Context: an optimization exercise on an open-source flow, tuned for small area. The choices shown serve that exercise and are no tape-out recipe. Where RTL was checked, it was by simulation tests only, not by an equivalence proof against the original. Function not checked in runs 3 and 4: the RTL went through the layout flow alone. No activity file was given, so power comes from the tool's default toggle rates.

**design/flow/flow/run.sh**
```bash
#!/bin/bash
# The standard layout (standard.sh, the standard flow's own synthesis script
# synth_recipe.tcl and its flip-flop mapping included) with these changes:
# - abc maps the logic with an area-oriented script (flow/area.abc) instead of
#   ORFS's delay-oriented one, and the adders are left to abc rather than
#   mapped to half/full adder cells beforehand (ADDER_MAP_FILE empty);
# - the port buffers are the smallest buffer cell (buf_1);
# - the clock tree uses clkbuf_8 buffers, without dummy loads.
# Each tool's output is in orfs/logs/; make's own output is in standard.log.
set -euo pipefail
here=$(pwd)
{
  echo 'proc abc {args} {'
  echo '  set i [lsearch -exact $args -script]'
  echo "  if {\$i >= 0} { set args [lreplace \$args \$i [expr {\$i + 1}] -script $here/flow/area.abc] }"
  echo "  puts \"abc: script $here/flow/area.abc\""
  echo '  yosys abc {*}$args'
  echo '}'
  cat "$here/synth_recipe.tcl"
} > "$here/area_synth.tcl"
export BUFFER_PORTS_ARGS="-buffer_cell sky130_fd_sc_hd__buf_1"
export CTS_ARGS="-sink_clustering_enable -repair_clock_nets -dont_use_dummy_load -buf_list sky130_fd_sc_hd__clkbuf_16 -sink_clustering_size 30 -sink_clustering_max_diameter 50"
bash standard.sh SYNTH_SCRIPT="$here/area_synth.tcl" ADDER_MAP_FILE= finish > standard.log 2>&1
```
**design/flow/flow/area.abc**
```
&get -n
&st
&dch
&nf -R 1000 -p
&st
&dch
&nf -R 1000 -p
&st
&dch
&nf -R 1000 -p
&put
```
**design/flow/standard.sh**
```bash
#!/bin/bash
# synth_recipe.tcl (not shown) runs the flow's synth.tcl, then flattens the netlist and writes it again
# the make line also repeats each setting of config.mk as NAME=value (left out here)
make -C /OpenROAD-flow-scripts/flow DESIGN_CONFIG=/design/flow/config.mk WORK_HOME=/design/flow/orfs CLKGATE_MAP_FILE= SYNTH_SCRIPT=/design/flow/synth_recipe.tcl "${@:-finish}"
```
**design/flow/config.mk**
```make
export PLATFORM = sky130hd
export DESIGN_NAME = ebi_periph_top
export DESIGN_NICKNAME = ebi_periph_top
export VERILOG_FILES = /design/flow/design.v
export SDC_FILE = /design/flow/constraint.sdc
export NUM_CORES = 4
export LEC_CHECK = 0
export CAP_MARGIN = 20
export CORE_MARGIN = 2
export CORE_UTILIZATION = 65
export SLEW_MARGIN = 20
```
**design/flow/constraint.sdc**
```tcl
create_clock -name core_clock -period 5.0 [get_ports {clk}]
set_input_delay 1.0000 -clock core_clock [delete_from_list [all_inputs] [get_ports {clk}]]
set_output_delay 1.0000 -clock core_clock [all_outputs]
set_load 0.01 [all_outputs]
```
**design/flow/design.v**
```verilog
package hub_pkg;
  localparam int DATA_W = 32;
  localparam int ADDR_W = 24;   
  localparam int BLK_W  = 4;    
  localparam int OFS_W  = 8;    
  localparam int DIV_W  = 16;   
  localparam int BLK_GPIO  = 0;
  localparam int BLK_UART0 = 1;  
  localparam logic [1:0] UART_CR  = 2'd0;
  localparam logic [1:0] UART_SR  = 2'd1;
  localparam logic [1:0] UART_TDR = 2'd2;
  localparam logic [1:0] UART_RDR = 2'd3;
  localparam logic GPIO_OUT = 1'b0;
  localparam logic GPIO_IN  = 1'b1;
  localparam int CR_DIV_MSB = DIV_W - 1;  
  localparam int CR_RX_IE   = 16;
  localparam int CR_TX_IE   = 17;
  localparam int SR_RX_READY = 0;
  localparam int SR_TX_BUSY  = 1;
  localparam int SR_OVERRUN  = 2;
  localparam int BLK_LSB = 8;
endpackage
import hub_pkg::*;
module ebi_slave (
  input  logic                        clk,
  input  logic                        rst_i,
  input  logic                        cs_n_i,
  input  logic                        oe_n_i,
  input  logic [3:0]                  we_n_i,
  input  logic                        rd_wr_i,
  input  logic [hub_pkg::ADDR_W-1:0]  ebi_addr_i,
  input  logic [hub_pkg::DATA_W-1:0]  ebi_data_i,
  output logic [hub_pkg::DATA_W-1:0]  ebi_data_o,
  output logic                        ebi_data_oe_o,
  output logic [2:1]                  early_bank_o,
  output logic                        early_start_o,
  output logic                        tg_gpio_o,     
  output logic                        tg_uart0_o,
  output logic                        tg_uart1_o,
  output logic [2:0]                  sub_o,         
  output logic [hub_pkg::DATA_W-1:0]  wr_data_o,
  output logic [3:0]                  byte_en_o,
  output logic                        wr_go_o,
  output logic                        rd_go_o,
  input  logic [hub_pkg::DATA_W-1:0]  rd_word_i      
);
  logic [6:0]        ctl_s1;     
  logic [11:0]       addr_s1;    
  logic [DATA_W-1:0] data_s1;
  logic              wr1, rd1, wr2, rd2, es, st, rd_go_d;
  logic [DATA_W-1:0] rd_cap;
  always_ff @(posedge clk) begin
    if (rst_i) ctl_s1 <= 7'h7f;
    else       ctl_s1 <= {cs_n_i, oe_n_i, rd_wr_i, we_n_i};
  end
  always_ff @(posedge clk) begin
    addr_s1 <= ebi_addr_i[11:0];
    data_s1 <= ebi_data_i;
  end
  assign wr1 = !ctl_s1[6] && !ctl_s1[4] && (ctl_s1[3:0] != 4'hf);
  assign rd1 = !ctl_s1[6] && !ctl_s1[5] && ctl_s1[4];
  assign es  = (wr1 || rd1) && !(wr2 || rd2);   
  always_ff @(posedge clk) begin
    if (rst_i) begin
      wr2     <= 1'b0;
      rd2     <= 1'b0;
      st      <= 1'b0;
      wr_go_o <= 1'b0;
      rd_go_o <= 1'b0;
      rd_go_d <= 1'b0;
    end else begin
      wr2     <= wr1;
      rd2     <= rd1;
      st      <= es;
      wr_go_o <= st && wr2;
      rd_go_o <= st && rd2;
      rd_go_d <= rd_go_o;
    end
  end
  always_ff @(posedge clk) begin
    if (es) begin
      tg_gpio_o  <= (addr_s1[11:8] == 4'd0) && !addr_s1[3] && (addr_s1[2:1] != 2'b11);
      tg_uart0_o <= (addr_s1[11:8] == 4'd1);
      tg_uart1_o <= (addr_s1[11:8] == 4'd2);
      sub_o      <= addr_s1[2:0];
      wr_data_o  <= data_s1;
      byte_en_o  <= ~ctl_s1[3:0];
    end
  end
  assign early_bank_o  = addr_s1[2:1];
  assign early_start_o = es;
  always_ff @(posedge clk) rd_cap <= rd_word_i;
  logic dat_ld, dat_hd;
  assign dat_ld = rd_go_d && !rst_i;
  assign dat_hd = !rd_go_d && !rst_i;
  always_ff @(posedge clk) begin
    ebi_data_o <= ({DATA_W{dat_ld}} & rd_cap) | ({DATA_W{dat_hd}} & ebi_data_o);
  end
  always_ff @(posedge clk) begin
    if (rst_i)        ebi_data_oe_o <= 1'b0;
    else if (rd_go_d) ebi_data_oe_o <= 1'b1;
    else if (!rd2)    ebi_data_oe_o <= 1'b0;
  end
endmodule
import hub_pkg::*;
module uart_regs (
  input  logic                      clk,
  input  logic                      rst_i,
  input  logic [7:0]                rx_byte_i,
  input  logic                      rx_valid_i,
  input  logic                      tx_busy_i,
  input  logic                      tg_i,           
  input  logic [1:0]                sel_i,
  input  logic [hub_pkg::DATA_W-1:0] wr_data_i,
  input  logic [3:0]                 byte_en_i,
  input  logic                       wr_go_i,
  input  logic                       rd_go_i,
  output logic [hub_pkg::DATA_W-1:0] rd_word_o,    
  output logic                      tdr_wr_o,
  output logic [hub_pkg::DIV_W-1:0] divisor_o,
  output logic                      uart_int_o
);
  logic [CR_TX_IE:0] cr_q;   
  logic [7:0]        rdr_q;
  logic              rx_ready_q, overrun_q;
  logic              wr_en, rd_en, rdr_rd, sr_rd;
  assign wr_en    = wr_go_i && tg_i;
  assign rd_en    = rd_go_i && tg_i;
  assign tdr_wr_o = wr_en && (sel_i == UART_TDR);
  assign rdr_rd   = rd_en && (sel_i == UART_RDR);
  assign sr_rd    = rd_en && (sel_i == UART_SR);
  logic       cr_wr;
  logic [2:0] cr_ld, cr_hd;
  assign cr_wr = wr_en && sel_i == UART_CR;
  always_comb begin
    for (int l = 0; l < 3; l++) begin
      cr_ld[l] = !rst_i && cr_wr && byte_en_i[l];
      cr_hd[l] = !rst_i && !(cr_wr && byte_en_i[l]);
    end
  end
  always_ff @(posedge clk) begin
    cr_q[7:0]                 <= ({8{cr_ld[0]}} & wr_data_i[7:0]) | ({8{cr_hd[0]}} & cr_q[7:0]);
    cr_q[CR_DIV_MSB:8]        <= ({8{cr_ld[1]}} & wr_data_i[CR_DIV_MSB:8]) | ({8{cr_hd[1]}} & cr_q[CR_DIV_MSB:8]);
    cr_q[CR_TX_IE:CR_RX_IE]   <= ({2{cr_ld[2]}} & wr_data_i[CR_TX_IE:CR_RX_IE]) | ({2{cr_hd[2]}} & cr_q[CR_TX_IE:CR_RX_IE]);
  end
  logic rdr_ld, rdr_hd;
  assign rdr_ld = rx_valid_i && !rst_i;
  assign rdr_hd = !rx_valid_i && !rst_i;
  always_ff @(posedge clk) begin
    rdr_q <= ({8{rdr_ld}} & rx_byte_i) | ({8{rdr_hd}} & rdr_q);
  end
  always_ff @(posedge clk) begin
    if (rst_i) begin
      rx_ready_q <= 1'b0;
      overrun_q  <= 1'b0;
    end else begin
      if (rx_valid_i) begin
        rx_ready_q <= 1'b1;
      end else if (rdr_rd) begin
        rx_ready_q <= 1'b0;
      end
      if (rx_valid_i && rx_ready_q && !rdr_rd) overrun_q <= 1'b1;
      else if (sr_rd)                          overrun_q <= 1'b0;
    end
  end
  logic [2:0] rd_sel;
  assign rd_sel[0] = tg_i && sel_i == UART_CR;
  assign rd_sel[1] = tg_i && sel_i == UART_SR;
  assign rd_sel[2] = tg_i && sel_i == UART_RDR;
  always_comb begin
    rd_word_o = '0;
    rd_word_o[CR_TX_IE:0] = {(CR_TX_IE+1){rd_sel[0]}} & cr_q;
    rd_word_o[2:0] = rd_word_o[2:0] | ({3{rd_sel[1]}} & {overrun_q, tx_busy_i, rx_ready_q});
    rd_word_o[7:0] = rd_word_o[7:0] | ({8{rd_sel[2]}} & rdr_q);
  end
  assign divisor_o  = cr_q[CR_DIV_MSB:0];
  assign uart_int_o = (rx_ready_q && cr_q[CR_RX_IE]) || (!tx_busy_i && cr_q[CR_TX_IE]);
endmodule
import hub_pkg::*;
module uart_txrx (
  input  logic                      clk,
  input  logic                      rst_i,
  input  logic [hub_pkg::DIV_W-1:0] divisor_i,
  input  logic                      tx_start_i,    
  input  logic [7:0]                tx_byte_i,
  input  logic                      srx_i,
  output logic                      stx_o,
  output logic                      tx_busy_o,
  output logic                      rx_valid_o,
  output logic [7:0]                rx_byte_o
);
  localparam logic [3:0] TX_IDLE   = 4'd1;
  localparam logic [3:0] TX_PEND   = 4'd6;
  localparam logic [3:0] TX_START  = 4'd7;
  localparam logic [3:0] TX_STOP   = 4'd0;
  localparam logic [3:0] RX_VALID  = 4'd10;
  localparam logic [3:0] RX_IDLE_L = 4'd14;
  localparam logic [3:0] RX_IDLE_H = 4'd15;
  logic [DIV_W-1:0] tx_tmr, rx_tmr;
  logic [3:0]       tx_cnt, rx_st;
  logic [7:0]       tx_byte, rx_sh;
  logic [1:0]       rx_sync;
  logic             rx_prev, rx_busy;   
  logic [DIV_W:0]   tx_dz, rx_dz;
  logic [DIV_W-1:0] tx_dec, rx_dec;
  logic             tx_zero, rx_zero;
  always_comb begin
    tx_dz[0] = 1'b1;
    rx_dz[0] = 1'b1;
    for (int i = 0; i < DIV_W; i++) begin
      tx_dz[i+1] = tx_dz[i] & !tx_tmr[i];
      rx_dz[i+1] = rx_dz[i] & !rx_tmr[i];
    end
  end
  assign tx_zero = tx_dz[DIV_W];
  assign tx_dec  = tx_tmr ^ tx_dz[DIV_W-1:0];
  assign rx_zero = rx_dz[DIV_W];
  assign rx_dec  = rx_tmr ^ rx_dz[DIV_W-1:0];
  assign tx_busy_o = tx_cnt[3] || tx_cnt[2:0] == 3'd7 || tx_cnt[2:0] == 3'd0;
  always_ff @(posedge clk) begin
    if (rst_i)                    tx_cnt <= TX_IDLE;
    else if (!tx_busy_o) begin
      if (tx_cnt == TX_PEND)      tx_cnt <= TX_START;
      else if (tx_start_i)        tx_cnt <= TX_PEND;
    end else if (tx_zero)         tx_cnt <= tx_cnt + 4'd1;   
  end
  always_ff @(posedge clk) begin
    if (!tx_busy_o || tx_zero) tx_tmr <= divisor_i;
    else                       tx_tmr <= tx_dec;
  end
  always_ff @(posedge clk) begin
    if (tx_start_i && !tx_busy_o) tx_byte <= tx_byte_i;
  end
  assign stx_o = tx_cnt[3] ? tx_byte[tx_cnt[2:0]] : (tx_cnt[2:0] != 3'd7);
  always_ff @(posedge clk) begin
    if (rst_i) rx_sync <= 2'b11;
    else       rx_sync <= {rx_sync[0], srx_i};
  end
  assign rx_prev = (rx_st != RX_IDLE_L);
  assign rx_busy    = (rx_st < 4'd10);
  assign rx_valid_o = (rx_st == RX_VALID);
  always_ff @(posedge clk) begin
    if (rst_i) begin
      rx_st <= RX_IDLE_H;
    end else if (!rx_busy) begin
      if (rx_sync[1])   rx_st <= RX_IDLE_H;
      else if (rx_prev) rx_st <= 4'd0;        
      else              rx_st <= RX_IDLE_L;
    end else if (rx_zero) begin
      if (rx_st == 4'd0)      rx_st <= rx_sync[1] ? RX_IDLE_H : 4'd1;         
      else if (rx_st == 4'd9) rx_st <= rx_sync[1] ? RX_VALID : RX_IDLE_L;     
      else                    rx_st <= rx_st + 4'd1;
    end
  end
  always_ff @(posedge clk) begin
    if (!rx_busy)            rx_tmr <= divisor_i >> 1;   
    else if (rx_zero)        rx_tmr <= divisor_i;
    else                     rx_tmr <= rx_dec;
  end
  always_ff @(posedge clk) begin
    if (rx_busy && rx_zero && rx_st != 4'd0 && rx_st != 4'd9) begin
      rx_sh <= {rx_sync[1], rx_sh[7:1]};
    end
  end
  assign rx_byte_o = rx_sh;
endmodule
import hub_pkg::*;
module gpio_bank #(
  parameter int NUM_GPIO = 3
) (
  input  logic                                clk,
  input  logic                                rst_i,
  input  logic [NUM_GPIO*hub_pkg::DATA_W-1:0] input_pad_i,
  input  logic [2:1]                          early_bank_i,
  input  logic                                early_start_i,
  input  logic                                tg_i,           
  input  logic [2:0]                          sub_i,          
  input  logic [hub_pkg::DATA_W-1:0]          wr_data_i,
  input  logic [3:0]                          byte_en_i,
  input  logic                                wr_go_i,
  output logic [hub_pkg::DATA_W-1:0]          rd_word_o,
  output logic [NUM_GPIO*hub_pkg::DATA_W-1:0] output_pad_o
);
  logic [DATA_W-1:0] in_cap;
  logic [2:0] cap_sel;
  assign cap_sel[0] = early_start_i && early_bank_i == 2'd0;
  assign cap_sel[1] = early_start_i && early_bank_i == 2'd1;
  assign cap_sel[2] = early_start_i && early_bank_i[2];
  always_ff @(posedge clk) begin
    in_cap <= ({DATA_W{cap_sel[0]}}     & input_pad_i[0 +: DATA_W])
            | ({DATA_W{cap_sel[1]}}     & input_pad_i[DATA_W +: DATA_W])
            | ({DATA_W{cap_sel[2]}}     & input_pad_i[2*DATA_W +: DATA_W])
            | ({DATA_W{!early_start_i}} & in_cap);
  end
  logic                  wr_out;
  logic [NUM_GPIO*4-1:0] lane_ld, lane_hd;
  assign wr_out = wr_go_i && tg_i && sub_i[0] == GPIO_OUT;
  always_comb begin
    for (int b = 0; b < NUM_GPIO; b++) begin
      for (int l = 0; l < 4; l++) begin
        lane_ld[4*b+l] = !rst_i && wr_out && sub_i[2:1] == 2'(b) && byte_en_i[l];
        lane_hd[4*b+l] = !rst_i && !(wr_out && sub_i[2:1] == 2'(b) && byte_en_i[l]);
      end
    end
  end
  always_ff @(posedge clk) begin
    for (int b = 0; b < NUM_GPIO; b++) begin
      for (int l = 0; l < 4; l++) begin
        output_pad_o[b*DATA_W + 8*l +: 8] <= ({8{lane_ld[4*b+l]}} & wr_data_i[8*l +: 8])
                                           | ({8{lane_hd[4*b+l]}} & output_pad_o[b*DATA_W + 8*l +: 8]);
      end
    end
  end
  logic [3:0] rd_sel;
  assign rd_sel[0] = tg_i && sub_i[0] == GPIO_IN;
  assign rd_sel[1] = tg_i && sub_i[0] == GPIO_OUT && sub_i[2:1] == 2'd0;
  assign rd_sel[2] = tg_i && sub_i[0] == GPIO_OUT && sub_i[2:1] == 2'd1;
  assign rd_sel[3] = tg_i && sub_i[0] == GPIO_OUT && sub_i[2:1] == 2'd2;
  assign rd_word_o = ({DATA_W{rd_sel[0]}} & in_cap)
                   | ({DATA_W{rd_sel[1]}} & output_pad_o[0 +: DATA_W])
                   | ({DATA_W{rd_sel[2]}} & output_pad_o[DATA_W +: DATA_W])
                   | ({DATA_W{rd_sel[3]}} & output_pad_o[2*DATA_W +: DATA_W]);
endmodule
import hub_pkg::*;
module ebi_periph_top #(
  parameter int NUM_UART = 2,
  parameter int NUM_GPIO = 3
) (
  input  logic                                clk,
  input  logic                                rst_i,
  input  logic                                cs_n_i,
  input  logic                                oe_n_i,
  input  logic [3:0]                          we_n_i,
  input  logic                                rd_wr_i,
  input  logic [hub_pkg::ADDR_W-1:0]          ebi_addr_i,
  input  logic [hub_pkg::DATA_W-1:0]          ebi_data_i,
  input  logic [NUM_UART-1:0]                 srx_i,
  input  logic [NUM_GPIO*hub_pkg::DATA_W-1:0] input_pad_i,    
  output logic [hub_pkg::DATA_W-1:0]          ebi_data_o,
  output logic                                ebi_data_oe_o,
  output logic [NUM_UART-1:0]                 stx_o,
  output logic [NUM_UART-1:0]                 uart_int_o,
  output logic [NUM_GPIO*hub_pkg::DATA_W-1:0] output_pad_o    
);
  logic [2:1]        early_bank;
  logic              early_start;
  logic              tg_gpio;
  logic [1:0]        tg_uart;
  logic [2:0]        sub;
  logic [DATA_W-1:0] wr_data;
  logic [3:0]        byte_en;
  logic              wr_go, rd_go;
  logic [DATA_W-1:0] gpio_word, rd_word;
  logic [DATA_W-1:0] uart_word [NUM_UART];
  ebi_slave ebi_slave_i (
    .clk(clk),
    .rst_i(rst_i),
    .cs_n_i(cs_n_i),
    .oe_n_i(oe_n_i),
    .we_n_i(we_n_i),
    .rd_wr_i(rd_wr_i),
    .ebi_addr_i(ebi_addr_i),
    .ebi_data_i(ebi_data_i),
    .ebi_data_o(ebi_data_o),
    .ebi_data_oe_o(ebi_data_oe_o),
    .early_bank_o(early_bank),
    .early_start_o(early_start),
    .tg_gpio_o(tg_gpio),
    .tg_uart0_o(tg_uart[0]),
    .tg_uart1_o(tg_uart[1]),
    .sub_o(sub),
    .wr_data_o(wr_data),
    .byte_en_o(byte_en),
    .wr_go_o(wr_go),
    .rd_go_o(rd_go),
    .rd_word_i(rd_word)
  );
  gpio_bank #(
    .NUM_GPIO(NUM_GPIO)
  ) gpio_bank_i (
    .clk(clk),
    .rst_i(rst_i),
    .input_pad_i(input_pad_i),
    .early_bank_i(early_bank),
    .early_start_i(early_start),
    .tg_i(tg_gpio),
    .sub_i(sub),
    .wr_data_i(wr_data),
    .byte_en_i(byte_en),
    .wr_go_i(wr_go),
    .rd_word_o(gpio_word),
    .output_pad_o(output_pad_o)
  );
  for (genvar g = 0; g < NUM_UART; g++) begin : g_uart
    logic             tdr_wr, tx_busy, rx_valid;
    logic [7:0]       rx_byte;
    logic [DIV_W-1:0] divisor;
    uart_regs uart_regs_i (
      .clk(clk),
      .rst_i(rst_i),
      .rx_byte_i(rx_byte),
      .rx_valid_i(rx_valid),
      .tx_busy_i(tx_busy),
      .tg_i(tg_uart[g]),
      .sel_i(sub[1:0]),
      .wr_data_i(wr_data),
      .byte_en_i(byte_en),
      .wr_go_i(wr_go),
      .rd_go_i(rd_go),
      .rd_word_o(uart_word[g]),
      .tdr_wr_o(tdr_wr),
      .divisor_o(divisor),
      .uart_int_o(uart_int_o[g])
    );
    uart_txrx uart_txrx_i (
      .clk(clk),
      .rst_i(rst_i),
      .divisor_i(divisor),
      .tx_start_i(tdr_wr),
      .tx_byte_i(wr_data[7:0]),
      .srx_i(srx_i[g]),
      .stx_o(stx_o[g]),
      .tx_busy_o(tx_busy),
      .rx_valid_o(rx_valid),
      .rx_byte_o(rx_byte)
    );
  end
  assign rd_word = gpio_word | uart_word[0] | uart_word[1];
endmodule
```
==> results of run 1 <==
==> report_power, final <==
part	internal, mW	switching [mW]	total [mW]
logic	0.391	0.595	0.986
clock network	1.31	1.18	2.49
registers	4.01	0.210	4.22
total	5.70	1.99	7.69
==> worst max-delay path, delay by kind of cell (launching register included) <==
kind | cells | cell delay [ps]
flip-flops | 1 | 330
AO/OA/AOI/OAI | 1 | 190
AND/OR/NAND/NOR | 11 | 3510
==> routing by layer <==
metal / track usage [%] / vias to the layer above
met5: 0 / -
met4: 11.4 / 0
met3: 7.71 / 95
met2: 56.2 / 796
met1: 47.6 / 6241
li1: - / 5963
==> logic make-up after synthesis <==
group | after synthesis | synth area share (%)
buf+inv | 18 | 0.523
flops | 460 | 63.0
compound gates | 455 | 23.2
simple gates | 386 | 11.1
xor+xnor | 39 | 2.16
==> cells in the mapped netlist, types with 17 or more instances <==
library cell    n
dfxtp_1       386
a22o_1        185
nand2_1       182
a222oi_1       81
edfxtp_1       74
nor2_1         71
o21ai_0        62
nand3_1        34
a21oi_1        26
a31oi_1        24
xnor2_1        20
xor2_1         19
a22oi_1        18
nor3_1         17
==> registers in the layout, indices dropped and copies added (netlist names), 32 cells and up <==
signal / cells
gpio_bank_i.output_pad_o: 96
ebi_slave_i.ebi_data_o: 32
g_uart.uart_txrx_i.rx_tmr: 32
ebi_slave_i.data_s1: 32
g_uart.uart_txrx_i.tx_tmr: 32
ebi_slave_i.wr_data_o: 32
gpio_bank_i.in_cap: 32
ebi_slave_i.rd_cap: 32
g_uart.uart_regs_i.cr_q: 36
==> final cells by class <==
type | instances | area, sq um
Sequential cell | 460 | 9950
Tap cell | 324 | 405
Fill cell | 1667 | 5710
Clock buffer | 37 | 926
Timing Repair Buffer | 299 | 1220
Multi-Input combinational cell | 880 | 5840
Inverter | 14 | 52.6
==> path summary, 6_finish.rpt <==
path	from	endpoint	slack [ps]	depth (start not counted)
setup reg to reg	g_uart[1].uart_txrx_i.rx_tmr[0]$_DFF_P_	g_uart[1].uart_txrx_i.rx_st[3]$_SDFFE_PP1P_	850	12
hold reg to reg	ebi_slave_i.data_s1[30]$_DFF_P_	ebi_slave_i.wr_data_o[30]$_DFFE_PP_	400	0
hold / removal	ebi_slave_i.data_s1[30]$_DFF_P_	ebi_slave_i.wr_data_o[30]$_DFFE_PP_	400	0
setup / recovery	g_uart[1].uart_txrx_i.rx_tmr[0]$_DFF_P_	g_uart[1].uart_txrx_i.rx_st[3]$_SDFFE_PP1P_	850	12
==> placed cells by master, fill, tap and decap left out, types with 13 or more instances in the layout <==
cell       instances
a22o_1           185
nand2_1          182
edfxtp_1          74
xor2_1            19
o21ai_0           61
nor2_1            69
a222oi_1          81
clkinv_1          13
dfxtp_1          386
nand2b_1          16
nand3_1           34
a22oi_1           18
nor3_1            16
clkbuf_16         37
buf_1            278
a31oi_1           24
a221o_1           14
a21oi_1           26
o21a_1            13
buf_4             19
xnor2_1           20
==> through the flow <==
step	setup slack (ps)	hold WS [ps]	total power [mW]
floorplan	7.85	386	4.92
finish	853	403	7.69
global placement	1000	386	5.21
detailed placement	846	389	5.25
CTS	781	399	7.69
global route	416	411	7.99
==> impl_metrics.env, run 1 <==
export IMPL_clk_latency_ps=530
export IMPL_maxSlewViolCount=0
export IMPL_postPlaceCellArea_sq_um=17400
export IMPL_fin_area_sq_um=18400
export IMPL_drt_iter0_markers=1771
export IMPL_drc=0
export IMPL_layout_drive_gt1_share_pct=4.20
export IMPL_worstMarginPinSlew_ps=1120
export IMPL_maxCapViolations=0
export IMPL_yosysWarnings=6
export IMPL_slowest_stage="nand2b_1"
export IMPL_grt_start_max_net_pins=43
export IMPL_routed_top_layer="met4"
export IMPL_die_area_sq_um=25500
export IMPL_synth_top_cell_area_share_pct=49.0
export IMPL_ys_ff_latch=460
export IMPL_cp_common_cell="nand2b_1"
export IMPL_via_count=13100
export IMPL_start_util_pct=65.5
export IMPL_area_delta_synth_final_pct=16.5
export IMPL_grt_overflow=0
export IMPL_fp_dieW_um=160
export IMPL_routed_wl_um=45700
export IMPL_rsz0062_at_grt="no"
export IMPL_finalSetupViolCount=0
export IMPL_antennaDiodeCount=0
export IMPL_cts_resized=0
export IMPL_syn_num_nets=1521
export IMPL_postCtsSetupBuffers=0
export IMPL_worstSetupEndpointType="register"
export IMPL_dr_wl_met3_um=4900
export IMPL_required_ps=5380
export IMPL_vdd_drop_max_v=0.000364
export IMPL_avgViaCountPerCell=6.50
export IMPL_yosys_area_top_type="dfxtp_1"
export IMPL_synthArstFlopShare_pct=0
export IMPL_synth_cells=1358
export IMPL_synthesis_area_sq_um=15800
export IMPL_htreeDepth=2
export IMPL_min_period_ps=4150
export IMPL_clk_pin_slew_ps=70
export IMPL_cts_buffer_depth=3
export IMPL_fmax_mhz=241
export IMPL_pwr_density_cell_nw_per_um2=418
export IMPL_cts_buffers=37
export IMPL_nNetsFinal=1855
export IMPL_ys_flop_type="dfxtp_1"
export IMPL_cts_hold_buf=0
export IMPL_grt_pass1_vias=12400
export IMPL_clock_sinks=460
export IMPL_dr_pass1_iters=10
export IMPL_hp_class="reg -> reg"
export IMPL_synth_avg_cell_area_sq_um=11.6
export IMPL_antenna_found_initial=0
export IMPL_port_buffer_count=279
export IMPL_gp_congestion=0.893
export IMPL_status="no timing/DRC/antenna violations"
export IMPL_synth_seq_area_share_pct=63.0
export IMPL_grt_usage_pct=35.0
export IMPL_grt_pass1_wl_um=70100
export IMPL_placement_rows=57
export IMPL_critical_path_max_stage_delay_ps=560
export IMPL_hold_violations=0
export IMPL_start_kind="register"
export IMPL_synth_edf_count=74
export IMPL_ios=296
export IMPL_p_leak_nw=6.99
export IMPL_finalCritPeriodShare_pct=82.9
export IMPL_dieHeight_um=160
export IMPL_core_sq_um=24100
export IMPL_synth_area_top_cells="dfxtp_1 49%, edfxtp_1 14%, a22o_1 10%, a222oi_1 5.1%, nand2_1 4.3%"
export IMPL_cp_max_fo=18
export IMPL_finalClockSkew_ps=34.6
export IMPL_tns_ps=0
export IMPL_detail_route_wl_per_cell_um=22.7
export IMPL_root_buffer="clkbuf_16"
export IMPL_antenna_left=0
export IMPL_dp_cells=1976
export IMPL_arrival_ps=4530
export IMPL_crit_chain="or3_1 > or2_0 > nor4_1 > nand2b_1 > or4_1 > nor3_1 > nand2b_1 > nor3_1 > nand2b_1 > nand3_1 > o22ai_1 > nand2_1"
export IMPL_dr_wl_met2_um=21200
export IMPL_dp_hpwl_um=31400
export IMPL_synth_cell_types=45
export IMPL_relSlewSlack_pct=25.5
export IMPL_final_cells=2014
export IMPL_critical_path_class="reg -> reg"
export IMPL_cts_tree="done"
export IMPL_met1Wirelength_um=18200
export IMPL_final_core_util_pct=76.3
==> run 2, diff against run 1 <==
--- a/design/flow/flow/run.sh
+++ b/design/flow/flow/run.sh
@@ -19,5 +19,5 @@
   cat "$here/synth_recipe.tcl"
 } > "$here/area_synth.tcl"
 export BUFFER_PORTS_ARGS="-buffer_cell sky130_fd_sc_hd__buf_1"
-export CTS_ARGS="-sink_clustering_enable -repair_clock_nets -dont_use_dummy_load -buf_list sky130_fd_sc_hd__clkbuf_16 -sink_clustering_size 30 -sink_clustering_max_diameter 50"
+export CTS_ARGS="-sink_clustering_enable -repair_clock_nets -dont_use_dummy_load -buf_list sky130_fd_sc_hd__clkbuf_8 -sink_clustering_size 16 -sink_clustering_max_diameter 40"
 bash standard.sh SYNTH_SCRIPT="$here/area_synth.tcl" ADDER_MAP_FILE= finish > standard.log 2>&1
--- a/design/flow/config.mk
+++ b/design/flow/config.mk
@@ -7,5 +7,5 @@
 export LEC_CHECK = 0
 export CAP_MARGIN = 20
 export CORE_MARGIN = 2
-export CORE_UTILIZATION = 65
+export CORE_UTILIZATION = 40
 export SLEW_MARGIN = 20
==> run 2 against run 1 <==
Utilization fell by 29 points. Maximum frequency rose by 1.6%. Still clean on timing, DRC and antenna. Critical path depth up 3. Highest routed layer unchanged. Sequential share of layout area barely moved. Largest cell class unchanged. Global-route usage fell by 12 points. Final area barely moved. Routed wire length up 7.3%. Clock power decreased by 18%. Final cell count is 10% higher. Sequential cell count is the same. Combinational power down 1%. Power is 5.8% lower.
==> impl_metrics.env, run 2 <==
export IMPL_yosysMostFrequentCell="dfxtp_1"
export IMPL_port_buffer_count=279
export IMPL_largestRegisters="gpio_bank_i.output_pad_o (96), g_uart.uart_regs_i.cr_q (36)"
export IMPL_pwr_density_cell_nw_per_um2=394
export IMPL_htreeDepth=2
export IMPL_yosys_area_top_type="dfxtp_1"
export IMPL_synth_common_cells="386 x dfxtp_1, 185 x a22o_1, 182 x nand2_1, 81 x a222oi_1, 74 x edfxtp_1"
export IMPL_worstReg2RegEnd="g_uart[0].uart_txrx_i.tx_cnt[3]$_SDFFE_PP0P_"
export IMPL_largest_reg_flops=96
export IMPL_status="no timing/DRC/antenna violations"
export IMPL_fmax_mhz=245
export IMPL_layout_drive_gt1_share_pct=5.10
export IMPL_fp_dieW_um=203
export IMPL_worstSetupEndpointType="register"
export IMPL_ys_flop_type="dfxtp_1"
export IMPL_grt_overflow=0
export IMPL_nNetsFinal=1871
export IMPL_top_register="gpio_bank_i.output_pad_o"
export IMPL_maxSlewViolCount=0
export IMPL_root_buffer="clkbuf_8"
export IMPL_routed_wl_um=49000
export IMPL_worst_r2r_setup_slack_ps=920
export IMPL_finalClockSkew_ps=53.0
export IMPL_critical_path_endpoint="g_uart[0].uart_txrx_i.tx_cnt[3]$_SDFFE_PP0P_"
export IMPL_yosysWarnings=6
export IMPL_synth_area_top_cells="dfxtp_1 49%, edfxtp_1 14%, a22o_1 10%, a222oi_1 5.1%, nand2_1 4.3%"
export IMPL_ys_ff_latch=460
export IMPL_clk_latency_ps=630
export IMPL_synthArstFlopShare_pct=0
export IMPL_via_count=12800
export IMPL_p_leak_nw=6.90
export IMPL_antennaDiodeCount=0
export IMPL_synth_avg_cell_area_sq_um=11.6
export IMPL_synth_edf_count=74
export IMPL_mostFrequentLayoutCells="386 x dfxtp_1, 278 x buf_1, 185 x a22o_1"
export IMPL_area_delta_synth_final_pct=16.5
export IMPL_start_util_pct=40.6
export IMPL_finalCritPeriodShare_pct=81.6
export IMPL_avgViaCountPerCell=5.74
export IMPL_antenna_left=0
export IMPL_required_ps=5540
export IMPL_synthesis_area_sq_um=15800
export IMPL_synth_cell_types=45
export IMPL_min_period_ps=4080
export IMPL_cts_buffers=49
export IMPL_die_area_sq_um=41100
export IMPL_cts_hold_buf=0
export IMPL_relSlewSlack_pct=28.9
export IMPL_vdd_drop_max_v=0.000219
export IMPL_core_sq_um=38800
export IMPL_min_from="ebi_slave_i.data_s1[4]$_DFF_P_"
export IMPL_detail_route_wl_per_cell_um=22.0
export IMPL_hold_violations=0
export IMPL_drc=0
export IMPL_grt_usage_pct=23.2
export IMPL_cp_max_fo=5
export IMPL_placement_rows=72
export IMPL_finalSetupViolCount=0
export IMPL_critical_path_class="reg -> reg"
export IMPL_gp_congestion=0.868
export IMPL_clk_pin_slew_ps=90
export IMPL_start_kind="register"
export IMPL_worstMarginPinSlew_ps=1060
export IMPL_tns_ps=0
export IMPL_synth_top_cell_area_share_pct=49.0
export IMPL_worstSetupStartpoint="g_uart[0].uart_txrx_i.tx_tmr[0]$_DFF_P_"
export IMPL_dr_pass1_iters=9
export IMPL_rsz0062_at_grt="no"
export IMPL_cts_resized=0
export IMPL_reg2reg_depth=15
export IMPL_grt_pass1_wl_um=73800
export IMPL_drt_iter0_markers=1301
export IMPL_dieHeight_um=203
export IMPL_final_core_util_pct=47.4
export IMPL_clock_sinks=460
export IMPL_cts_tree="done"
export IMPL_r2r_start="g_uart[0].uart_txrx_i.tx_tmr[0]$_DFF_P_"
export IMPL_antenna_found_initial=0
export IMPL_maxCapViolations=0
export IMPL_synth_seq_area_share_pct=63.0
export IMPL_ios=296
export IMPL_arrival_ps=4620
export IMPL_fill_cells=3668
export IMPL_cts_buffer_depth=3
export IMPL_grt_pass1_vias=12300
export IMPL_postCtsSetupBuffers=0
export IMPL_syn_num_nets=1521
export IMPL_final_common_cell="dfxtp_1"
export IMPL_hp_class="reg -> reg"
export IMPL_dp_hpwl_um=34400
export IMPL_synth_cells=1358
export IMPL_grt_start_max_net_pins=43
==> run 2: layer usage <==
metal | vias up | share of wire [%] | track usage [%]
li1 | 6007 | - | -
met1 | 6170 | 44 | 32.0
met2 | 529 | 46 | 36.4
met3 | 69 | 9.0 | 6.18
met4 | 0 | 1.6 | 5.66
met5 | - | 0 | 0
==> run 2: cell families after synthesis <==
group | synth area share [%]
compound gates | 23.2
xor+xnor | 2.16
buf+inv | 0.523
flops | 63.0
simple gates | 11.1
==> run 2: worst max-delay path, stage by stage (launching register included) <==
cell	delay (ps)
dfxtp_1	350
or4_1	630
nor4_1	450
nand2b_1	200
nor3_1	340
nand2b_1	170
nor3_1	320
nand2b_1	210
o31ai_2	290
buf_4	200
clkinv_1	110
a31oi_1	270
clkinv_1	140
nor2_1	170
o21ai_0	90
a21oi_1	120
==> run 2: layout make-up <==
type	instances	area, sq um	area share, %
Tap cell	518	648	3.52
Timing Repair Buffer	303	1230	6.68
Multi-Input combinational cell	880	5840	31.7
Inverter	14	53.8	0.293
Sequential cell	460	9950	54.1
Clock buffer	49	674	3.67
==> run 2: metrics by stage <==
step	cell area, sq um	hold WS, ps	worst slack [ps]	power [mW]	cells
3_3_place_gp	17700	387	878	5.23	2175
5_1_grt	18400	388	127	7.59	2224
6_report	18400	378	918	7.25	2224
4_1_cts	18400	382	869	7.30	2224
2_1_floorplan	15800	386	7.85	4.92	1358
3_5_place_dp	17700	389	854	5.27	2175
==> run 2: worst min path at each step <==
| stage | to | slack (ps) | cells past startpoint |
|---|---|---|---|
| 2_1_floorplan | ebi_slave_i.sub_o[0]$_DFFE_PP_ | 390 | 0 |
| 3_3_place_gp | ebi_slave_i.wr_data_o[9]$_DFFE_PP_ | 390 | 0 |
| 3_5_place_dp | ebi_slave_i.wr_data_o[14]$_DFFE_PP_ | 390 | 0 |
| 4_1_cts | ebi_slave_i.wr_data_o[4]$_DFFE_PP_ | 380 | 0 |
| 5_1_grt | ebi_slave_i.wr_data_o[4]$_DFFE_PP_ | 390 | 0 |
| 6_report | ebi_slave_i.wr_data_o[4]$_DFFE_PP_ | 380 | 0 |
==> run 2: power by group <==
group / switching (mW) / internal, mW / leakage (nW)
logic: 0.585 / 0.390 / 2.72
registers: 0.218 / 4.01 / 3.82
clock network: 1.18 / 0.870 / 0.352
==> run 3, diff against run 2 <==
--- a/design/flow/design.v
+++ b/design/flow/design.v
@@ -77,15 +77,15 @@
       rd_go_d <= rd_go_o;
     end
   end
-  always_ff @(posedge clk) begin
-    if (es) begin
-      tg_gpio_o  <= (addr_s1[11:8] == 4'd0) && !addr_s1[3] && (addr_s1[2:1] != 2'b11);
-      tg_uart0_o <= (addr_s1[11:8] == 4'd1);
-      tg_uart1_o <= (addr_s1[11:8] == 4'd2);
-      sub_o      <= addr_s1[2:0];
-      wr_data_o  <= data_s1;
-      byte_en_o  <= ~ctl_s1[3:0];
-    end
+  logic [2:0] tg_new;
+  assign tg_new[0] = (addr_s1[11:8] == 4'd0) && !addr_s1[3] && (addr_s1[2:1] != 2'b11);
+  assign tg_new[1] = (addr_s1[11:8] == 4'd1);
+  assign tg_new[2] = (addr_s1[11:8] == 4'd2);
+  always_ff @(posedge clk) begin
+    {tg_uart1_o, tg_uart0_o, tg_gpio_o} <= ({3{es}} & tg_new) | ({3{st}} & {tg_uart1_o, tg_uart0_o, tg_gpio_o});
+    sub_o     <= ({3{es}} & addr_s1[2:0]) | ({3{st}} & sub_o);
+    wr_data_o <= ({DATA_W{es}} & data_s1) | ({DATA_W{st}} & wr_data_o);
+    byte_en_o <= ({4{es}} & ~ctl_s1[3:0]) | ({4{st}} & byte_en_o);
   end
   assign early_bank_o  = addr_s1[2:1];
   assign early_start_o = es;
@@ -228,8 +228,11 @@
     if (!tx_busy_o || tx_zero) tx_tmr <= divisor_i;
     else                       tx_tmr <= tx_dec;
   end
+  logic tx_ld, tx_hd;
+  assign tx_ld = tx_start_i && !tx_busy_o;
+  assign tx_hd = tx_busy_o || tx_cnt == TX_PEND;
   always_ff @(posedge clk) begin
-    if (tx_start_i && !tx_busy_o) tx_byte <= tx_byte_i;
+    tx_byte <= ({8{tx_ld}} & tx_byte_i) | ({8{tx_hd}} & tx_byte);
   end
   assign stx_o = tx_cnt[3] ? tx_byte[tx_cnt[2:0]] : (tx_cnt[2:0] != 3'd7);
   always_ff @(posedge clk) begin
@@ -257,10 +260,11 @@
     else if (rx_zero)        rx_tmr <= divisor_i;
     else                     rx_tmr <= rx_dec;
   end
+  logic rx_shift, rx_hd;
+  assign rx_shift = rx_busy && rx_zero && rx_st != 4'd0 && rx_st != 4'd9;
+  assign rx_hd    = rx_busy && !rx_shift;
   always_ff @(posedge clk) begin
-    if (rx_busy && rx_zero && rx_st != 4'd0 && rx_st != 4'd9) begin
-      rx_sh <= {rx_sync[1], rx_sh[7:1]};
-    end
+    rx_sh <= ({8{rx_shift}} & {rx_sync[1], rx_sh[7:1]}) | ({8{rx_hd}} & rx_sh);
   end
   assign rx_byte_o = rx_sh;
 endmodule
--- a/design/flow/flow/run.sh
+++ b/design/flow/flow/run.sh
@@ -19,5 +19,5 @@
   cat "$here/synth_recipe.tcl"
 } > "$here/area_synth.tcl"
 export BUFFER_PORTS_ARGS="-buffer_cell sky130_fd_sc_hd__buf_1"
-export CTS_ARGS="-sink_clustering_enable -repair_clock_nets -dont_use_dummy_load -buf_list sky130_fd_sc_hd__clkbuf_8 -sink_clustering_size 16 -sink_clustering_max_diameter 40"
+export CTS_ARGS="-sink_clustering_enable -repair_clock_nets -dont_use_dummy_load -buf_list sky130_fd_sc_hd__clkbuf_8 -sink_clustering_size 20 -sink_clustering_max_diameter 45"
 bash standard.sh SYNTH_SCRIPT="$here/area_synth.tcl" ADDER_MAP_FILE= finish > standard.log 2>&1
--- a/design/flow/config.mk
+++ b/design/flow/config.mk
@@ -7,5 +7,5 @@
 export LEC_CHECK = 0
 export CAP_MARGIN = 20
 export CORE_MARGIN = 2
-export CORE_UTILIZATION = 40
+export CORE_UTILIZATION = 65
 export SLEW_MARGIN = 20
==> run 3 against run 2 <==
Still clean on timing, DRC and antenna. Largest cell class unchanged. Combinational power about the same. Worst setup slack improved by 59 ps. Routed wire length decreased by 7.7%. Critical path depth decreased by 3. Register-to-register slack improved by 60 ps.
==> impl_metrics.env, run 3 <==
export IMPL_status="no timing/DRC/antenna violations"
export IMPL_avgViaCountPerCell=6.49
export IMPL_drt_iter0_markers=1726
export IMPL_cts_buffer_depth=3
export IMPL_required_ps=5460
export IMPL_finalClockSkew_ps=52.0
export IMPL_dr_wl_met2_um=20900
export IMPL_antenna_found_initial=0
export IMPL_root_buffer="clkbuf_8"
export IMPL_maxSlewViolCount=0
export IMPL_min_from="g_uart[1].uart_txrx_i.rx_sync[0]$_SDFF_PP1_"
export IMPL_largest_reg_flops=96
export IMPL_finalSetupViolCount=0
export IMPL_mostFrequentLayoutCells="459 x dfxtp_1, 278 x buf_1, 252 x a22o_1"
export IMPL_min_period_ps=4020
export IMPL_p_total_mw=6.85
export IMPL_final_cells=2088
export IMPL_synth_cell_types=42
export IMPL_rsz0062_at_grt="no"
export IMPL_dr_pass1_iters=9
export IMPL_top_register="gpio_bank_i.output_pad_o"
export IMPL_die_area_sq_um=25400
export IMPL_gp_congestion=0.901
export IMPL_worstMarginPinSlew_ps=1090
export IMPL_dp_hpwl_um=31400
export IMPL_cp_max_fo=17
export IMPL_worst_r2r_setup_slack_ps=980
export IMPL_maxCapViolations=0
export IMPL_htreeDepth=2
export IMPL_hold_violations=0
export IMPL_core_sq_um=23500
export IMPL_largestRegisters="gpio_bank_i.output_pad_o (96), g_uart.uart_regs_i.cr_q (36)"
export IMPL_synth_cells=1435
export IMPL_dieHeight_um=159
export IMPL_pwr_density_cell_nw_per_um2=384
export IMPL_arrival_ps=4480
export IMPL_finalCritPeriodShare_pct=80.5
export IMPL_yosysMostFrequentCell="dfxtp_1"
export IMPL_dp_cells=2049
export IMPL_placement_rows=56
export IMPL_grt_pass1_vias=12900
export IMPL_yosys_area_top_type="dfxtp_1"
export IMPL_layout_drive_gt1_share_pct=4.07
export IMPL_area_delta_synth_final_pct=13.8
export IMPL_postCtsSetupBuffers=0
export IMPL_antenna_left=0
export IMPL_synth_common_cells="460 x dfxtp_1, 252 x a22o_1, 184 x nand2_1, 80 x a222oi_1, 68 x o21ai_0"
export IMPL_clk_latency_ps=590
export IMPL_detail_route_wl_per_cell_um=21.7
export IMPL_synth_top_cell_area_share_pct=58.8
export IMPL_hp_class="reg -> reg"
export IMPL_min_to="g_uart[1].uart_txrx_i.rx_sync[1]$_SDFF_PP1_"
export IMPL_synth_avg_cell_area_sq_um=10.9
export IMPL_start_util_pct=66.6
export IMPL_cts_buffers=38
export IMPL_tns_ps=0
export IMPL_grt_usage_pct=34.7
export IMPL_dr_wl_met3_um=4540
export IMPL_vdd_drop_max_v=0.000266
export IMPL_synthesis_area_sq_um=15700
export IMPL_fill_cells=1729
export IMPL_routed_wl_um=45300
export IMPL_clock_sinks=460
export IMPL_synth_edf_count=0
export IMPL_grt_pass1_wl_um=70600
export IMPL_worstSetupEndpointType="register"
export IMPL_routed_top_layer="met4"
export IMPL_hold_depth=1
export IMPL_nNetsFinal=1933
export IMPL_cts_resized=0
export IMPL_drc=0
export IMPL_grt_overflow=0
export IMPL_worstReg2RegEnd="g_uart[0].uart_txrx_i.tx_cnt[2]$_SDFFE_PP0P_"
export IMPL_ios=296
export IMPL_yosysWarnings=6
export IMPL_cts_hold_buf=0
export IMPL_start_kind="register"
export IMPL_grt_start_max_net_pins=45
export IMPL_reg2reg_depth=12
export IMPL_met1Wirelength_um=18000
export IMPL_ys_ff_latch=460
export IMPL_synthArstFlopShare_pct=0
export IMPL_port_buffer_count=279
export IMPL_via_count=13500
export IMPL_ys_flop_type="dfxtp_1"
export IMPL_r2r_start="g_uart[0].uart_txrx_i.tx_tmr[0]$_DFF_P_"
export IMPL_cts_tree="done"
export IMPL_layout_setup_ws_ps=977
export IMPL_clk_pin_slew_ps=80
export IMPL_synth_seq_area_share_pct=58.8
export IMPL_fmax_mhz=249
export IMPL_synth_area_top_cells="dfxtp_1 59%, a22o_1 14%, a222oi_1 5.1%, nand2_1 4.4%, o21ai_0 2.2%"
export IMPL_post_place_ws_ps=983
export IMPL_final_common_cell="dfxtp_1"
export IMPL_p_leak_nw=6.86
export IMPL_critical_path_class="reg -> reg"
export IMPL_holdWs_ps=415
export IMPL_fp_dieW_um=159
export IMPL_syn_num_nets=1598
export IMPL_relSlewSlack_pct=27.5
-- run 3: worst max-delay path: stages, from the launching register on --
cell      delay [ps]
dfxtp_1          360
or4_1            630
nor4_1           370
nand2b_1         170
nor3_1           330
nand2b_1         170
nor3_1           350
nand2b_1         120
o21a_1           220
a21oi_2          600
nor2b_1          320
a21oi_1          100
nor3_1           180
-- run 3: metal layers --
layer | track usage (%) | up-vias
li1 | - | 6270
met1 | 45.9 | 6412
met2 | 55.7 | 742
met3 | 7.16 | 120
met4 | 14.5 | 0
met5 | 0 | -
-- run 3: worst max path at each step --
stage	cells past startpoint	slack, ps	end	startpoint
floorplan	10	280	g_uart[0].uart_txrx_i.rx_sh[0]$_DFF_P_	g_uart[0].uart_txrx_i.rx_tmr[0]$_DFF_P_
global placement	11	1110	g_uart[0].uart_txrx_i.rx_st[1]$_SDFFE_PP1P_	g_uart[0].uart_txrx_i.rx_tmr[0]$_DFF_P_
CTS	12	960	g_uart[0].uart_txrx_i.tx_cnt[2]$_SDFFE_PP0P_	g_uart[0].uart_txrx_i.tx_tmr[0]$_DFF_P_
detailed placement	12	980	g_uart[0].uart_txrx_i.tx_cnt[2]$_SDFFE_PP0P_	g_uart[0].uart_txrx_i.tx_tmr[0]$_DFF_P_
global route	12	430	g_uart[0].uart_txrx_i.tx_cnt[2]$_SDFFE_PP0P_	g_uart[0].uart_txrx_i.tx_tmr[0]$_DFF_P_
finish	12	980	g_uart[0].uart_txrx_i.tx_cnt[2]$_SDFFE_PP0P_	g_uart[0].uart_txrx_i.tx_tmr[0]$_DFF_P_
-- run 3: report_power, final --
group          switching, mW  leakage (nW)  internal (mW)
Clock                   1.09         0.273          0.683
Combinational          0.601          2.85          0.404
Sequential             0.207          3.74           3.86
-- run 3: cells by family after synthesis --
group	synth area share, %
flops	58.8
xor+xnor	2.12
compound gates	27.3
buf+inv	0.455
simple gates	11.3
-- run 3: through the flow --
step                      util [%]  cell area, sq um
after floorplan                  -             15700
after global placement        73.6             17300
after detailed placement      73.6             17300
after CTS                     75.8             17800
after global routing          75.8             17800
final                         75.8             17800
-- run 3: cell type report --
class | count | area, sq um | share of cell area (%)
antenna | 1 | 2.50 | 0.0140
clock buffer | 38 | 523 | 2.93
inverter | 11 | 41.3 | 0.231
multi-input combinational | 960 | 6470 | 36.3
sequential | 460 | 9210 | 51.6
tap | 319 | 399 | 2.24
timing repair buffer | 299 | 1200 | 6.72
==> run 4, diff against run 3 <==
--- a/design/flow/config.mk
+++ b/design/flow/config.mk
@@ -5,7 +5,7 @@
 export SDC_FILE = /design/flow/constraint.sdc
 export NUM_CORES = 4
 export LEC_CHECK = 0
-export CAP_MARGIN = 20
+export CAP_MARGIN = 0
 export CORE_MARGIN = 2
 export CORE_UTILIZATION = 65
-export SLEW_MARGIN = 20
+export SLEW_MARGIN = 0
==> run 4 against run 3 <==
Still clean. Register-to-register slack barely moved. Non-clock buffer count unchanged. Die area is the same. Combinational power hardly changed. Largest cell class unchanged. Largest power group unchanged.
==> impl_metrics.env, run 4 <==
export IMPL_dr_pass1_iters=9
export IMPL_finalCritPeriodShare_pct=80.5
export IMPL_r2r_start="g_uart[0].uart_txrx_i.tx_tmr[0]$_DFF_P_"
export IMPL_synth_cells=1435
export IMPL_required_ps=5460
export IMPL_synth_avg_cell_area_sq_um=10.9
export IMPL_yosys_area_top_type="dfxtp_1"
export IMPL_drt_iter0_markers=1726
export IMPL_pwr_density_cell_nw_per_um2=384
export IMPL_yosysMostFrequentCell="dfxtp_1"
export IMPL_cp_max_fo=17
export IMPL_critical_path_class="reg -> reg"
export IMPL_syn_num_nets=1598
export IMPL_drc=0
export IMPL_grt_overflow=0
export IMPL_antenna_left=0
export IMPL_synth_edf_count=0
export IMPL_dieHeight_um=159
export IMPL_ios=296
export IMPL_clock_sinks=460
export IMPL_dp_hpwl_um=31400
export IMPL_p_leak_nw=6.86
export IMPL_pwr_share_seq_pct=59.4
export IMPL_grt_usage_pct=34.7
export IMPL_finalSetupViolCount=0
export IMPL_fp_dieW_um=159
export IMPL_p_switching_mw=1.90
export IMPL_gp_congestion=0.901
export IMPL_final_common_cell="dfxtp_1"
export IMPL_placement_rows=56
export IMPL_clk_latency_ps=590
export IMPL_hp_class="reg -> reg"
export IMPL_worstMarginPinSlew_ps=1090
export IMPL_arrival_ps=4480
export IMPL_synth_top_cell_area_share_pct=58.8
export IMPL_top_register="gpio_bank_i.output_pad_o"
export IMPL_yosysWarnings=6
export IMPL_holdWs_ps=415
export IMPL_p_int_mw=4.95
export IMPL_largest_reg_flops=96
export IMPL_min_period_ps=4020
export IMPL_vdd_drop_max_v=0.000266
export IMPL_detail_route_wl_per_cell_um=21.7
export IMPL_min_from="g_uart[1].uart_txrx_i.rx_sync[0]$_SDFF_PP1_"
export IMPL_area_delta_synth_final_pct=13.8
export IMPL_core_sq_um=23500
export IMPL_die_area_sq_um=25400
export IMPL_grt_pass1_wl_um=70600
export IMPL_maxCapViolations=0
export IMPL_synth_seq_area_share_pct=58.8
export IMPL_regArea_sq_um=9210
export IMPL_start_kind="register"
export IMPL_multiInputGateArea_sq_um=6470
export IMPL_start_util_pct=66.6
export IMPL_status="no timing/DRC/antenna violations"
export IMPL_switching_share_pct=27.8
export IMPL_p_total_mw=6.85
export IMPL_synth_cell_types=42
export IMPL_hold_violations=0
export IMPL_power_frac_comb_pct=14.7
export IMPL_worstSetupEndpointType="register"
export IMPL_nNetsFinal=1933
export IMPL_routed_wl_um=45300
export IMPL_fmax_mhz=249
export IMPL_fill_cells=1729
export IMPL_pwr_share_clk_pct=25.9
export IMPL_synth_area_top_cells="dfxtp_1 59%, a22o_1 14%, a222oi_1 5.1%, nand2_1 4.4%, o21ai_0 2.2%"
export IMPL_via_count=13500
export IMPL_layout_drive_gt1_share_pct=4.07
export IMPL_synthArstFlopShare_pct=0
export IMPL_cts_resized=0
export IMPL_cts_buffers=38
export IMPL_relSlewSlack_pct=27.5
export IMPL_postCtsSetupBuffers=0
export IMPL_clk_pin_slew_ps=80
export IMPL_postPlaceCellArea_sq_um=17300
export IMPL_worstSetupStartpoint="g_uart[0].uart_txrx_i.tx_tmr[0]$_DFF_P_"
export IMPL_rsz0062_at_grt="no"
export IMPL_htreeDepth=2
export IMPL_cts_tree="done"
export IMPL_ys_flop_type="dfxtp_1"
export IMPL_cts_hold_buf=0
export IMPL_port_buffer_count=279
export IMPL_fin_area_sq_um=17800
export IMPL_maxSlewViolCount=0
export IMPL_synthesis_area_sq_um=15700
export IMPL_ys_ff_latch=460
export IMPL_antenna_found_initial=0
export IMPL_synth_common_cells="460 x dfxtp_1, 252 x a22o_1, 184 x nand2_1, 80 x a222oi_1, 68 x o21ai_0"
export IMPL_finalClockSkew_ps=52.0
export IMPL_grt_start_max_net_pins=45
export IMPL_root_buffer="clkbuf_8"
export IMPL_mostFrequentLayoutCells="459 x dfxtp_1, 278 x buf_1, 252 x a22o_1"
export IMPL_largestRegisters="gpio_bank_i.output_pad_o (96), g_uart.uart_regs_i.cr_q (36)"
export IMPL_cts_buffer_depth=3
export IMPL_tns_ps=0
export IMPL_grt_pass1_vias=12900
export IMPL_avgViaCountPerCell=6.49
## run 4: cell counts in the layout (fill, tap and decap cells not counted)
Identical to the previous run, type by type.
## run 4: cell families after synthesis
kind of cell,synth area share (%)
AO/OA/AOI/OAI,27.3
flip-flops,58.8
AND/OR/NAND/NOR,11.3
XOR/XNOR,2.12
buffers and inverters,0.455
## run 4: critical path, stage by stage (launching register included)
cell and delay (ps):
dfxtp_1 360, or4_1 630, nor4_1 370, nand2b_1 170
nor3_1 330, nand2b_1 170, nor3_1 350, nand2b_1 120
o21a_1 220, a21oi_2 600, nor2b_1 320, a21oi_1 100
nor3_1 180
## run 4: per-layer routing
metal / wire (um) / up-vias / track usage [%]
met1: 18000 / 6412 / 45.9
met5: 0 / - / 0
met2: 20900 / 742 / 55.7
li1: - / 6270 / -
met3: 4540 / 120 / 7.16
met4: 1830 / 0 / 14.5
## run 4: path summary, 6_finish.rpt
check / slack (ps) / cells past startpoint / endpoint
hold reg to reg: 410 / 1 / g_uart[1].uart_txrx_i.rx_sync[1]$_SDFF_PP1_
setup / recovery: 980 / 12 / g_uart[0].uart_txrx_i.tx_cnt[2]$_SDFFE_PP0P_
setup reg to reg: 980 / 12 / g_uart[0].uart_txrx_i.tx_cnt[2]$_SDFFE_PP0P_
hold / removal: 410 / 1 / g_uart[1].uart_txrx_i.rx_sync[1]$_SDFF_PP1_
## run 4: power by group through the flow
stage	combinational [mW]	sequential, mW	clock, mW
after floorplan	0.733	4.07	0
after global placement	0.939	4.13	0
after detailed placement	0.989	4.15	0
after CTS	0.996	4.06	1.80
after global routing	1.13	4.09	1.94
final	1.00	4.07	1.78
## run 4: cell type report
| type | instances | share of cell area [%] |
|---|---|---|
| antenna | 1 | 0.0140 |
| clock buffer | 38 | 2.93 |
| inverter | 11 | 0.231 |
| multi-input combinational | 960 | 36.3 |
| sequential | 460 | 51.6 |
| tap | 319 | 2.24 |
| timing repair buffer | 299 | 6.72 |
## run 4: through the flow
stage | cells | utilization, % | setup slack (ps)
final | 2088 | 75.8 | 977
after global routing | 2087 | 75.8 | 431
after CTS | 2087 | 75.8 | 963
after detailed placement | 2049 | 73.6 | 983
after global placement | 2049 | 73.6 | 1110
after floorplan | 1435 | - | 280
==> run 5, diff against run 4 <==
--- a/design/flow/design.v
+++ b/design/flow/design.v
@@ -50,8 +50,8 @@
   logic              wr1, rd1, wr2, rd2, es, st, rd_go_d;
   logic [DATA_W-1:0] rd_cap;
   always_ff @(posedge clk) begin
-    if (rst_i) ctl_s1 <= 7'h7f;
-    else       ctl_s1 <= {cs_n_i, oe_n_i, rd_wr_i, we_n_i};
+    ctl_s1[6]   <= cs_n_i || rst_i;
+    ctl_s1[5:0] <= {oe_n_i, rd_wr_i, we_n_i};
   end
   always_ff @(posedge clk) begin
     addr_s1 <= ebi_addr_i[11:0];
@@ -61,16 +61,16 @@
   assign rd1 = !ctl_s1[6] && !ctl_s1[5] && ctl_s1[4];
   assign es  = (wr1 || rd1) && !(wr2 || rd2);   
   always_ff @(posedge clk) begin
+    wr2 <= wr1;
+    rd2 <= rd1;
+  end
+  always_ff @(posedge clk) begin
     if (rst_i) begin
-      wr2     <= 1'b0;
-      rd2     <= 1'b0;
       st      <= 1'b0;
       wr_go_o <= 1'b0;
       rd_go_o <= 1'b0;
       rd_go_d <= 1'b0;
     end else begin
-      wr2     <= wr1;
-      rd2     <= rd1;
       st      <= es;
       wr_go_o <= st && wr2;
       rd_go_o <= st && rd2;
--- a/design/flow/flow/run.sh
+++ b/design/flow/flow/run.sh
@@ -19,5 +19,5 @@
   cat "$here/synth_recipe.tcl"
 } > "$here/area_synth.tcl"
 export BUFFER_PORTS_ARGS="-buffer_cell sky130_fd_sc_hd__buf_1"
-export CTS_ARGS="-sink_clustering_enable -repair_clock_nets -dont_use_dummy_load -buf_list sky130_fd_sc_hd__clkbuf_8 -sink_clustering_size 20 -sink_clustering_max_diameter 45"
+export CTS_ARGS="-sink_clustering_enable -repair_clock_nets -dont_use_dummy_load -buf_list {sky130_fd_sc_hd__clkbuf_4 sky130_fd_sc_hd__clkbuf_8} -sink_clustering_size 18 -sink_clustering_max_diameter 42"
 bash standard.sh SYNTH_SCRIPT="$here/area_synth.tcl" ADDER_MAP_FILE= finish > standard.log 2>&1
--- a/design/flow/config.mk
+++ b/design/flow/config.mk
@@ -5,7 +5,7 @@
 export SDC_FILE = /design/flow/constraint.sdc
 export NUM_CORES = 4
 export LEC_CHECK = 0
-export CAP_MARGIN = 0
+export CAP_MARGIN = 20
 export CORE_MARGIN = 2
 export CORE_UTILIZATION = 65
-export SLEW_MARGIN = 0
+export SLEW_MARGIN = 20
==> run 5 against run 4 <==
Still clean on timing, DRC and antenna. Final cell count shrank 0.67%. Final area fell by 0.26%. Register-to-register slack worse by 40 ps. Die area shrank 0.43%. Non-clock buffer count fell by 1. Routed wire length fell by 0.20%. Sequential power about the same. Clock skew about the same. Via count is 0.18% lower. Maximum frequency is 0.97% lower. First-iteration DRC count fell by 7.0%. Synthesized cell count decreased by 1.1%. Critical endpoint is now g_uart[0].uart_txrx_i.rx_sh[6]$_DFF_P_. Highest routed layer unchanged.
==> impl_metrics.env, run 5 <==
export IMPL_maxSlewViolCount=0
export IMPL_grt_pass1_wl_um=69700
export IMPL_finalSetupViolCount=0
export IMPL_synth_cells=1419
export IMPL_layout_drive_gt1_share_pct=4.16
export IMPL_routed_wl_um=45200
export IMPL_p_leak_nw=6.87
export IMPL_postCtsSetupBuffers=0
export IMPL_finalCritPeriodShare_pct=81.2
export IMPL_synth_top_cell_area_share_pct=59.0
export IMPL_ios=296
export IMPL_critical_path_class="reg -> reg"
export IMPL_core_sq_um=23500
export IMPL_port_buffer_count=279
export IMPL_clk_pin_slew_ps=90
export IMPL_synth_edf_count=0
export IMPL_worstMarginPinSlew_ps=1130
export IMPL_status="no timing/DRC/antenna violations"
export IMPL_yosys_area_top_type="dfxtp_1"
export IMPL_final_core_util_pct=75.6
export IMPL_grt_start_max_net_pins=57
export IMPL_clock_sinks=460
export IMPL_synth_seq_area_share_pct=59.0
export IMPL_arrival_ps=4520
export IMPL_worstSetupEndpointType="register"
export IMPL_cts_buffer_depth=3
export IMPL_synth_avg_cell_area_sq_um=11.0
export IMPL_htreeDepth=2
export IMPL_fmax_mhz=246
export IMPL_fp_dieW_um=159
export IMPL_hp_class="reg -> reg"
export IMPL_yosysWarnings=6
export IMPL_finalClockSkew_ps=52.5
export IMPL_start_kind="register"
export IMPL_postPlaceCellArea_sq_um=17200
export IMPL_mostFrequentLayoutCells="459 x dfxtp_1, 278 x buf_1, 252 x a22o_1"
export IMPL_drt_iter0_markers=1606
export IMPL_placement_rows=56
export IMPL_nNetsFinal=1919
export IMPL_largestRegisters="gpio_bank_i.output_pad_o (96), g_uart.uart_regs_i.cr_q (36)"
export IMPL_fin_area_sq_um=17800
export IMPL_antenna_left=0
export IMPL_holdWs_ps=385
export IMPL_antenna_found_initial=1
export IMPL_gp_congestion=0.908
export IMPL_r2r_start="g_uart[0].uart_txrx_i.rx_tmr[0]$_DFF_P_"
export IMPL_drc=0
export IMPL_area_delta_synth_final_pct=14.1
export IMPL_relSlewSlack_pct=24.2
export IMPL_fill_cells=1762
export IMPL_avgViaCountPerCell=6.52
export IMPL_ys_ff_latch=460
export IMPL_yosysMostFrequentCell="dfxtp_1"
export IMPL_vdd_drop_max_v=0.000296
export IMPL_min_period_ps=4060
export IMPL_pwr_density_cell_nw_per_um2=379
export IMPL_dieHeight_um=159
export IMPL_via_count=13500
export IMPL_required_ps=5450
export IMPL_dp_hpwl_um=31200
export IMPL_grt_pass1_vias=12800
export IMPL_synth_area_top_cells="dfxtp_1 59%, a22o_1 14%, a222oi_1 5.2%, nand2_1 4.4%, o21ai_0 2.1%"
export IMPL_worstSetupStartpoint="g_uart[0].uart_txrx_i.rx_tmr[0]$_DFF_P_"
export IMPL_maxCapViolations=0
export IMPL_start_util_pct=66.3
export IMPL_root_buffer="clkbuf_8"
export IMPL_synthArstFlopShare_pct=0
export IMPL_dr_pass1_iters=8
export IMPL_final_common_cell="dfxtp_1"
export IMPL_largest_reg_flops=96
export IMPL_dp_cells=2032
export IMPL_synth_common_cells="460 x dfxtp_1, 252 x a22o_1, 182 x nand2_1, 81 x a222oi_1, 66 x o21ai_0"
export IMPL_tns_ps=0
export IMPL_critical_path_endpoint="g_uart[0].uart_txrx_i.rx_sh[6]$_DFF_P_"
export IMPL_synth_cell_types=40
export IMPL_cts_resized=0
export IMPL_die_area_sq_um=25300
export IMPL_synthesis_area_sq_um=15600
export IMPL_final_cells=2074
export IMPL_hold_violations=0
export IMPL_reg2reg_depth=12
export IMPL_clk_latency_ps=580
export IMPL_cp_max_fo=17
export IMPL_cts_tree="done"
export IMPL_worst_r2r_setup_slack_ps=940
export IMPL_detail_route_wl_per_cell_um=21.8
export IMPL_cts_hold_buf=0
export IMPL_syn_num_nets=1582
export IMPL_ys_flop_type="dfxtp_1"
export IMPL_grt_overflow=0
export IMPL_rsz0062_at_grt="no"
export IMPL_worstReg2RegEnd="g_uart[0].uart_txrx_i.rx_sh[6]$_DFF_P_"
export IMPL_grt_usage_pct=34.4
export IMPL_top_register="gpio_bank_i.output_pad_o"
export IMPL_cts_buffers=41
==> run 5: critical path: stages, from the launching register on <==
cell and delay (ps):
dfxtp_1 350, or4_1 640, nor4_1 430, nand2b_1 210, or4_1 530, nor3_1 350, nand2b_1 190, nor4_2 170
buf_4 260, nor3b_1 230, buf_4 200, nor2_1 130, a22o_1 250
==> run 5: where the power goes <==
group	internal (mW)	leakage, nW	switching [mW]
sequential	3.85	3.74	0.189
combinational	0.346	2.83	0.515
clock	0.734	0.295	1.11
==> run 5: per-stage QoR <==
step | power, mW | setup slack, ps
2_1_floorplan | 4.67 | 188
3_3_place_gp | 4.92 | 1090
3_5_place_dp | 4.96 | 1050
4_1_cts | 6.74 | 977
5_1_grt | 7.01 | 522
6_report | 6.74 | 938
==> run 5: cells by family after synthesis <==
kind of cell              after synthesis  share of synthesized area, %
AOI/OAI and AO/OA                     529                          27.4
and+or+nand+nor                       375                          10.9
buffers and inverters                  15                         0.457
xor gates and xnor gates               40                          2.24
DFF                                   460                          59.0
==> run 5: worst min-delay path by stage <==
stage                                                  end  slack (ps)  depth (start not counted)                                         from
2_1_floorplan                      ebi_slave_i.rd2$_DFF_P_         380                          1                ebi_slave_i.ctl_s1[5]$_DFF_P_
5_1_grt        g_uart[0].uart_txrx_i.rx_sync[1]$_SDFF_PP1_         400                          1  g_uart[0].uart_txrx_i.rx_sync[0]$_SDFF_PP1_
3_3_place_gp   g_uart[1].uart_txrx_i.rx_sync[1]$_SDFF_PP1_         390                          1  g_uart[1].uart_txrx_i.rx_sync[0]$_SDFF_PP1_
4_1_cts        g_uart[0].uart_txrx_i.rx_sync[1]$_SDFF_PP1_         390                          1  g_uart[0].uart_txrx_i.rx_sync[0]$_SDFF_PP1_
3_5_place_dp                       ebi_slave_i.rd2$_DFF_P_         400                          1                ebi_slave_i.ctl_s1[5]$_DFF_P_
6_report       g_uart[0].uart_txrx_i.rx_sync[1]$_SDFF_PP1_         390                          1  g_uart[0].uart_txrx_i.rx_sync[0]$_SDFF_PP1_
==> run 5: area by class of cell <==
type                    count  area [sq um]  share of cell area (%)
flip-flops and latches    460          9210                    51.7
multi-input cells         944          6390                    35.9
repair buffers            298          1190                    6.69
clock buffers              41           564                    3.17
well taps                 319           399                    2.24
inverters                  11          41.3                   0.232
diodes                      1          2.50                  0.0141
==> run 5: layer usage <==
layer | routed length [um] | track usage, % | share of wire, % | up-vias
met4 | 1800 | 14.8 | 4.0 | 0
met5 | 0 | 0 | 0 | -
met3 | 4010 | 6.25 | 8.9 | 129
met1 | 18400 | 45.1 | 41 | 6421
li1 | - | - | - | 6249
met2 | 21000 | 56.3 | 46 | 721

==> separate check: timing with driven ports <==
Ports are ideal in the flow. The routed layouts listed here were re-timed in OpenROAD. Step 1 assumes that a clkbuf_16 drives the clock port and a buf_2 every other input. Step 2 adds t to the input delays and takes it off the output delays; t is the mean of the earliest and latest rising clock arrival at the registers after step 1. Input paths then give back, and output paths get back, about the clock's delay inside the block. Slacks: no drivers / after step 1 / after step 2; pairs: no drivers / after step 1.
run | shift t [ns] | setup WS [ns] | worst setup path after step 2 | latest minus earliest clock arrival (ns) | pins driven straight from the clock port
run 1 | 0.564 | 0.853 / 0.853 / 0.853 | register to register | 0.041 / 0.041 | 1
run 2 | 0.647 | 0.918 / 0.918 / 0.918 | register to register | 0.060 / 0.061 | 1
run 3 | 0.602 | 0.977 / 0.977 / 0.977 | register to register | 0.056 / 0.056 | 1
run 4 | 0.602 | 0.977 / 0.977 / 0.977 | register to register | 0.056 / 0.056 | 1
run 5 | 0.601 | 0.938 / 0.938 / 0.938 | register to register | 0.056 / 0.055 | 1
After both steps every run listed still meets setup and hold.
